Context: an optimization exercise on an open-source flow, tuned for small area, a short achievable clock period and few clock cycles per item. The choices shown serve that exercise and are no tape-out recipe.
Function was checked by simulation only, so behaviour that the tests miss may differ from the original.
No driver is modelled on the clock port, so clock power and skew are understated where the tree is cut down; a real chip needs a root buffer or a tree.
No activity file was given, so power comes from the tool's default toggle rates.

job 4530:
==> flow/design.v <==
package deq_pkg;
  localparam int DEF_CAPACITY   = 16;
  localparam int DEF_DATA_WIDTH = 32;
  localparam int VALUE_W        = 32;
  localparam int COUNT_W        = 5;
  typedef enum logic [1:0] {
    ACT_PUSH_FRONT = 2'd0,
    ACT_PUSH_BACK  = 2'd1,
    ACT_POP_FRONT  = 2'd2,
    ACT_POP_BACK   = 2'd3
  } action_t;
  typedef enum logic [1:0] {
    STAT_OK    = 2'd0,
    STAT_EMPTY = 2'd1,
    STAT_FULL  = 2'd2
  } status_t;
  typedef enum logic {
    ST_IDLE = 1'b0,
    ST_RESP = 1'b1
  } state_t;
  typedef struct packed {
    action_t              action;
    logic [VALUE_W-1:0]   data_in;
  } cmd_t;
  typedef struct packed {
    logic [VALUE_W-1:0]   popped_value;
    status_t              status;
    logic [COUNT_W-1:0]   entry_count;
    logic                 is_empty;
    logic [VALUE_W-1:0]   front_value;
    logic [VALUE_W-1:0]   back_value;
  } res_t;
endpackage
module deq_ram #(
  parameter int WIDTH = 32,
  parameter int DEPTH = 16
) (
  input  logic                     clk,
  input  logic                     we,
  input  logic [$clog2(DEPTH)-1:0] waddr,
  input  logic [WIDTH-1:0]         wdata,
  input  logic [$clog2(DEPTH)-1:0] raddr,
  output logic [WIDTH-1:0]         rdata
);
  logic [WIDTH-1:0] mem [DEPTH];
  always_ff @(posedge clk) begin
    if (we) begin
      mem[waddr] <= wdata;
    end
    rdata <= mem[raddr];
  end
endmodule
module double_ended_queue #(
  parameter int CAPACITY   = deq_pkg::DEF_CAPACITY,
  parameter int DATA_WIDTH = deq_pkg::DEF_DATA_WIDTH
) (
  input  logic           clk,
  input  logic           rst,
  input  logic           start,
  output logic           busy,
  input  logic [33:0]    cmd_bits,
  output logic           done,
  output logic [103:0]   result_bits
);
  localparam int M  = CAPACITY - 2;
  localparam int W  = DATA_WIDTH;
  localparam int CW = $clog2(CAPACITY + 1);
  deq_pkg::cmd_t cmd;
  deq_pkg::res_t result;
  assign cmd         = cmd_bits;
  assign result_bits = result;
  logic          cv;
  logic [1:0]    cact;
  logic [W-1:0]  cdat;
  logic          rst_q;
  logic          wr_f;       
  logic          wr_b;       
  logic          fs_dat, fs_rd, fs_oth, fs_hold;   
  logic          bs_dat, bs_rd, bs_oth, bs_hold;   
  logic [M-1:0]  rsel;       
  logic [W-1:0]  mem [M];
  logic [M-1:0]  ih_oh;      
  logic [M-1:0]  it_oh;      
  logic [CW-1:0] count;
  logic          is_empty;   
  logic          is_one;     
  logic          is_two;     
  logic          is_full;    
  logic [W-1:0]  front_q;    
  logic [W-1:0]  back_q;     
  logic          done_q;
  logic [W-1:0]  popped_q;
  logic [1:0]    stat_q;
  logic [M-1:0]  ih_nx, it_nx;
  logic [CW-1:0] count_nx;
  logic          empty_nx, one_nx, two_nx, full_nx;
  logic [W-1:0]  front_nx, back_nx;
  logic          push_f, push_b, pop_f, pop_b;
  logic          do_pf, do_pb, do_qf, do_qb;   
  logic          in_go;
  logic          n_pf, n_pb, n_qf, n_qb;
  logic          deep;       
  logic [W-1:0]  rd;
  logic [W-1:0]  wdata;
  logic          in_push, in_room;
  logic [M-1:0]  we;
  assign push_f = (cact == deq_pkg::ACT_PUSH_FRONT);
  assign push_b = (cact == deq_pkg::ACT_PUSH_BACK);
  assign pop_f  = (cact == deq_pkg::ACT_POP_FRONT);
  assign pop_b  = (cact == deq_pkg::ACT_POP_BACK);
  assign deep  = !is_empty && !is_one && !is_two;
  assign wdata = push_f ? front_q : back_q;
  always_comb begin
    rd = '0;
    for (int i = 0; i < M; i++) begin
      rd = rd | ({W{rsel[i]}} & mem[i]);
    end
  end
  always_ff @(posedge clk) begin
    for (int i = 0; i < M; i++) begin
      if (we[i]) begin
        mem[i] <= wdata;
      end
    end
  end
  always_comb begin
    ih_nx    = ih_oh;
    it_nx    = it_oh;
    count_nx = count;
    empty_nx = is_empty;
    one_nx   = is_one;
    two_nx   = is_two;
    full_nx  = is_full;
    if (rst_q) begin
      ih_nx    = {{(M-1){1'b0}}, 1'b1};
      it_nx    = {1'b1, {(M-1){1'b0}}};
      count_nx = '0;
      empty_nx = 1'b1;
      one_nx   = 1'b0;
      two_nx   = 1'b0;
      full_nx  = 1'b0;
    end else begin
      if (do_pf && !is_empty && !is_one) begin
        ih_nx = {ih_oh[0], ih_oh[M-1:1]};
      end else if (do_qf && deep) begin
        ih_nx = {ih_oh[M-2:0], ih_oh[M-1]};
      end
      if (do_pb && !is_empty && !is_one) begin
        it_nx = {it_oh[M-2:0], it_oh[M-1]};
      end else if (do_qb && deep) begin
        it_nx = {it_oh[0], it_oh[M-1:1]};
      end
      if (do_pf || do_pb) begin
        count_nx = count + 1'b1;
        empty_nx = 1'b0;
        one_nx   = is_empty;
        two_nx   = is_one;
        full_nx  = (count == CW'(CAPACITY - 1));
      end else if (do_qf || do_qb) begin
        count_nx = count - 1'b1;
        empty_nx = is_one;
        one_nx   = is_two;
        two_nx   = (count == CW'(3));
        full_nx  = 1'b0;
      end
    end
  end
  assign front_nx = ({W{fs_dat}} & cdat) | ({W{fs_rd}} & rd) |
                    ({W{fs_oth}} & back_q) | ({W{fs_hold}} & front_q);
  assign back_nx  = ({W{bs_dat}} & cdat) | ({W{bs_rd}} & rd) |
                    ({W{bs_oth}} & front_q) | ({W{bs_hold}} & back_q);
  assign in_go   = start && !rst;
  assign in_push = in_go && !cmd.action[1];
  assign in_room = !empty_nx && !one_nx && !full_nx;
  assign n_pf    = in_go && (cmd.action == deq_pkg::ACT_PUSH_FRONT) && !full_nx;
  assign n_pb    = in_go && (cmd.action == deq_pkg::ACT_PUSH_BACK) && !full_nx;
  assign n_qf    = in_go && (cmd.action == deq_pkg::ACT_POP_FRONT) && !empty_nx;
  assign n_qb    = in_go && (cmd.action == deq_pkg::ACT_POP_BACK) && !empty_nx;
  always_comb begin
    for (int i = 0; i < M; i++) begin
      we[i] = (wr_f && ih_oh[(i+1)%M]) || (wr_b && it_oh[(i+M-1)%M]);
    end
  end
  always_ff @(posedge clk) begin
    cv     <= start && !rst;
    done_q <= cv && !rst;
    rst_q  <= rst;
    cact   <= cmd.action;
    cdat   <= cmd.data_in;
    rsel   <= cmd.action[0] ? it_nx : ih_nx;
    do_pf  <= n_pf;
    do_pb  <= n_pb;
    do_qf  <= n_qf;
    do_qb  <= n_qb;
    fs_dat  <= n_pf || (n_pb && empty_nx);
    fs_rd   <= n_qf && !one_nx && !two_nx;
    fs_oth  <= n_qf && two_nx;
    fs_hold <= !rst && !(n_pf || (n_pb && empty_nx) || n_qf || (n_qb && one_nx));
    bs_dat  <= n_pb || (n_pf && empty_nx);
    bs_rd   <= n_qb && !one_nx && !two_nx;
    bs_oth  <= n_qb && two_nx;
    bs_hold <= !rst && !(n_pb || (n_pf && empty_nx) || n_qb || (n_qf && one_nx));
    wr_f   <= in_push && in_room && !cmd.action[0];
    wr_b   <= in_push && in_room && cmd.action[0];
  end
  always_ff @(posedge clk) begin
    ih_oh    <= ih_nx;
    it_oh    <= it_nx;
    count    <= count_nx;
    is_empty <= empty_nx;
    is_one   <= one_nx;
    is_two   <= two_nx;
    is_full  <= full_nx;
    front_q  <= front_nx;
    back_q   <= back_nx;
  end
  always_ff @(posedge clk) begin
    popped_q <= pop_f ? front_q : (pop_b ? back_q : '0);
    if (push_f || push_b) begin
      stat_q <= is_full ? deq_pkg::STAT_FULL : deq_pkg::STAT_OK;
    end else begin
      stat_q <= is_empty ? deq_pkg::STAT_EMPTY : deq_pkg::STAT_OK;
    end
  end
  always_comb begin
    busy                = 1'b0;
    done                = done_q;
    result.popped_value = popped_q;
    result.status       = deq_pkg::status_t'(stat_q);
    result.entry_count  = count;
    result.is_empty     = is_empty;
    result.front_value  = front_q;
    result.back_value   = back_q;
  end
endmodule
module deque_top (
  input  logic        clk,
  input  logic        rst,
  input  logic        start,
  output logic        busy,
  input  logic [1:0]  cmd_action,
  input  logic [31:0] cmd_data,
  output logic        done,
  output logic [31:0] res_popped,
  output logic [1:0]  res_status,
  output logic [4:0]  res_count,
  output logic        res_empty,
  output logic [31:0] res_front,
  output logic [31:0] res_back
);
  deq_pkg::cmd_t cmd;
  deq_pkg::res_t result;
  assign cmd.action  = deq_pkg::action_t'(cmd_action);
  assign cmd.data_in = cmd_data;
  double_ended_queue u_deq (
    .clk         (clk),
    .rst         (rst),
    .start       (start),
    .busy        (busy),
    .cmd_bits    (cmd),
    .done        (done),
    .result_bits (result)
  );
  assign res_popped = result.popped_value;
  assign res_status = result.status;
  assign res_count  = result.entry_count;
  assign res_empty  = result.is_empty;
  assign res_front  = result.front_value;
  assign res_back   = result.back_value;
endmodule
export LEC_CHECK = 0
export CAP_MARGIN = 20
export CORE_MARGIN = 2
export CORE_UTILIZATION = 40
export SETUP_SLACK_MARGIN = 2.7
export SLEW_MARGIN = 20
create_clock -name core_clock -period 5.0 [get_ports {clk}]
standard.sh (not shown) runs the stock make flow with config.mk's settings and CLKGATE_MAP_FILE= SYNTH_SCRIPT=/design/flow/synth_recipe.tcl, a recipe that flattens the netlist after the stock synthesis.
==> flow/flow/run.sh <==
#!/bin/bash
# Standard ORFS layout with two changes: ports get a plain buffer cell, and
# CTS builds larger sink clusters without dummy loads.
set -euo pipefail
export BUFFER_PORTS_ARGS="-buffer_cell sky130_fd_sc_hd__buf_2"
export CTS_ARGS="-sink_clustering_enable -repair_clock_nets -dont_use_dummy_load -buf_list {sky130_fd_sc_hd__clkbuf_8 sky130_fd_sc_hd__clkbuf_16} -sink_clustering_size 30 -sink_clustering_max_diameter 100"
bash standard.sh > standard.log 2>&1
Testbench counts of job 4530, summed over its fixed seeds: cycles 8,016, items 8,000.
Inputs modified between job 4530 and job 4930:
- changing SETUP_SLACK_MARGIN from 2.7 to 2.9
Findings:
Looking at non-clock buffer total of the final layout, job 4930 sits above job 4530.
Diff job 4530 and job 4930: wire length on met1 higher in job 4930
In job 4930, data arrival time of the critical path is lower than in job 4530.
Compared to job 4530, the router laid down more metal wire for job 4930.
| clock tree skew after final layout | job 4530 vs job 4930 | ≈ equal |
Compared with job 4530, job 4930 improves post-route minimum period.
Job 4530 → job 4930: number of buffers inserted to repair setup after CTS grew by 67; setup slack grew by 160 ps; detailed-route via count grew by 380; tightest hold margin held steady.
Job 4930 consumes more power than job 4530 does.
[inputs] job 8153 vs job 4930
- swapping 2.9 for 2.8 in SETUP_SLACK_MARGIN
==> comparison <==
Job 8153: full flow OK, the timing, DRC and antenna checks passed. Re flip-flop and latch count: no difference whatsoever between job 8153 and job 4930. Against job 4930, job 8153 reports a number of cells upsized or downsized after cts that is lower. Going from job 4930 to job 8153, power shrank slightly. Looking at wire length on met1, job 8153 sits 1.1 mm lower than job 4930 does. From job 4930 to job 8153 the numbers moved as follows: total leakage power moved down, wire length went down by 4.0%, synthesis-to-finish area growth went down 4.5 points.

========
deque_top, a different RTL version from the one above (not shown whole).
For scale: about 1500 cells after synthesis, ~23000 sq um of cells after synthesis.
clock: 5.0 ns
lec_check: 0
cap_margin: 20
core_margin: 2
core_utilization: 40
setup_slack_margin: 3.05
slew_margin: 20
==> flow/flow/run.sh <==
#!/bin/bash
# Standard ORFS layout with three changes: ports get a plain buffer cell,
# CTS builds larger sink clusters without dummy loads, and after CTS the
# clock port drives the first level of clock buffers directly when the tree
# starts with a single root buffer (flow/post_cts.tcl).
set -euo pipefail
here=$(pwd)
export BUFFER_PORTS_ARGS="-buffer_cell sky130_fd_sc_hd__buf_2"
export CTS_ARGS="-sink_clustering_enable -repair_clock_nets -dont_use_dummy_load -buf_list {sky130_fd_sc_hd__clkbuf_8 sky130_fd_sc_hd__clkbuf_16} -sink_clustering_size 30 -sink_clustering_max_diameter 100"
export FLOW_CLOCK_PORT=clk
export POST_CTS_TCL="$here/flow/post_cts.tcl"
bash standard.sh > standard.log 2>&1
==> flow/flow/post_cts.tcl <==
set block [ord::get_db_block]
set clk_bterm [$block findBTerm $::env(FLOW_CLOCK_PORT)]
set clk_net [$clk_bterm getNet]
set iterms [$clk_net getITerms]
if { [llength $iterms] == 1 } {
  set root_in [lindex $iterms 0]
  set root [$root_in getInst]
  set master [[$root getMaster] getName]
  set root_out ""
  foreach it [$root getITerms] {
    if { [$it isOutputSignal] } { set root_out $it }
  }
  if { [string match "*clkbuf*" $master] && $root_out ne "" } {
    set onet [$root_out getNet]
    set loads {}
    foreach it [$onet getITerms] {
      if { [$it getInst] != $root } { lappend loads $it }
    }
    if { [llength $loads] <= 4 && [llength [$onet getBTerms]] == 0 } {
      puts "post_cts: removing root clock buffer [$root getName] ($master), port now drives [llength $loads] pins"
      foreach it $loads {
        $it disconnect
        $it connect $clk_net
      }
      $root_in disconnect
      $root_out disconnect
      odb::dbInst_destroy $root
      odb::dbNet_destroy $onet
    } else {
      puts "post_cts: root buffer output has [llength $loads] loads, left as is"
    }
  }
} else {
  puts "post_cts: clock port drives [llength $iterms] pins, left as is"
}
Testbench counts at the start, summed over its fixed seeds: cycles 8,016, items 8,000.
Then changed:
CORE_UTILIZATION = 50   (was 40)
SETUP_SLACK_MARGIN = 2.95   (was 3.05)
After rerunning:
- setup slack degrades by 0.044 ns
- final cell count is lower by 6.9%
- power barely changes
- routed wire length decreases by 0.41%
- core utilization went up by 11 points
- final area shrinks by 1.3%
- global-route usage grows by 5.9 points
Then changed:
==> flow/flow/run.sh (replaced) <==
#!/bin/bash
# Standard ORFS layout with two changes: ports get a plain buffer cell, and
# CTS builds larger sink clusters without dummy loads.
set -euo pipefail
export BUFFER_PORTS_ARGS="-buffer_cell sky130_fd_sc_hd__buf_2"
export CTS_ARGS="-sink_clustering_enable -repair_clock_nets -dont_use_dummy_load -buf_list {sky130_fd_sc_hd__clkbuf_8 sky130_fd_sc_hd__clkbuf_16} -sink_clustering_size 30 -sink_clustering_max_diameter 100"
bash standard.sh > standard.log 2>&1
CORE_UTILIZATION = 40   (was 50)
SETUP_SLACK_MARGIN = 2.8   (was 2.95)
removed: flow/flow/post_cts.tcl
After rerunning: The new run ran to the end with no violations. Design area went down by 3.7%. Hold slack gets worse by 0.012 ns. Die area went up by 25%. Wire length went down by 1.1%. Fmax went down by 3.3%. Global-route usage went down by 6.4 points.
Then changed:
==> flow/flow/run.sh (replaced) <==
#!/bin/bash
# Standard ORFS layout with three changes: ports get a plain buffer cell,
# CTS builds larger sink clusters without dummy loads, and after CTS the
# clock port drives the first level of clock buffers directly when the tree
# starts with a single root buffer (flow/post_cts.tcl).
set -euo pipefail
here=$(pwd)
export BUFFER_PORTS_ARGS="-buffer_cell sky130_fd_sc_hd__buf_2"
export CTS_ARGS="-sink_clustering_enable -repair_clock_nets -dont_use_dummy_load -buf_list {sky130_fd_sc_hd__clkbuf_8 sky130_fd_sc_hd__clkbuf_16} -sink_clustering_size 30 -sink_clustering_max_diameter 100"
export FLOW_CLOCK_PORT=clk
export POST_CTS_TCL="$here/flow/post_cts.tcl"
bash standard.sh > standard.log 2>&1
==> flow/flow/post_cts.tcl (new file) <==
set block [ord::get_db_block]
set clk_bterm [$block findBTerm $::env(FLOW_CLOCK_PORT)]
set clk_net [$clk_bterm getNet]
set iterms [$clk_net getITerms]
if { [llength $iterms] == 1 } {
  set root_in [lindex $iterms 0]
  set root [$root_in getInst]
  set master [[$root getMaster] getName]
  set root_out ""
  foreach it [$root getITerms] {
    if { [$it isOutputSignal] } { set root_out $it }
  }
  if { [string match "*clkbuf*" $master] && $root_out ne "" } {
    set onet [$root_out getNet]
    set loads {}
    foreach it [$onet getITerms] {
      if { [$it getInst] != $root } { lappend loads $it }
    }
    if { [llength $loads] <= 4 && [llength [$onet getBTerms]] == 0 } {
      puts "post_cts: removing root clock buffer [$root getName] ($master), port now drives [llength $loads] pins"
      foreach it $loads {
        $it disconnect
        $it connect $clk_net
      }
      $root_in disconnect
      $root_out disconnect
      odb::dbInst_destroy $root
      odb::dbNet_destroy $onet
    } else {
      puts "post_cts: root buffer output has [llength $loads] loads, left as is"
    }
  }
} else {
  puts "post_cts: clock port drives [llength $iterms] pins, left as is"
}
CORE_UTILIZATION = 30   (was 40)
SETUP_SLACK_MARGIN = 2.95   (was 2.8)
Effect:
- cell area rose by 5.5%
- register-to-register slack is better by 0.08 ns
- maximum frequency rose by 6.4%
- clock power fell by about 4%
- first-iteration DRC count fell by 17%

## separate check: timing with driven ports
In the flow no input, the clock included, has a driving cell. The finished layouts below were timed again as built, in two steps.
Step 1 (the two cells are an assumption about what drives the block):
set clk [get_ports {clk}]
set_driving_cell -lib_cell sky130_fd_sc_hd__clkbuf_16 $clk
set_driving_cell -lib_cell sky130_fd_sc_hd__buf_2 [delete_from_list [all_inputs] $clk]
Step 2, shift: input delay + t, output delay - t, t = (earliest + latest rising clock arrival at the registers) / 2. This alone moves slack from input paths to output paths.
Three values: no drivers, after step 1, after step 2; two values: the first two.
run | t (ns) | setup WS [ns] | hold slack, ns | worst data-port slew with drivers (ns)
job 4530 | 0.634 | 2.713 / 2.650 / 2.784 | 0.454 / 0.450 / 0.454 | 0.06
job 4930 | 0.631 | 2.875 / 2.815 / 2.846 | 0.454 / 0.454 / 0.454 | 0.06
job 8153 | 0.632 | 2.824 / 2.763 / 2.838 | 0.454 / 0.453 / 0.454 | 0.06
the first run of note 2 | 0.503 | 2.908 / 2.851 / 2.775 | 0.453 / 0.453 / 0.453 | 0.06
the second run of note 2 | 0.499 | 2.863 / 2.850 / 2.668 | 0.465 / 0.465 / 0.465 | 0.11
the third run of note 2 | 0.619 | 2.789 / 2.729 / 2.650 | 0.453 / 0.453 / 0.453 | 0.06
the fourth run of note 2 | 0.499 | 2.922 / 2.840 / 2.628 | 0.462 / 0.462 / 0.462 | 0.06
After both steps every run listed still meets setup and hold. The setup slack of the fourth run of note 2, which loses most, moves by -0.082 ns with the drivers and by -0.294 ns with both steps.
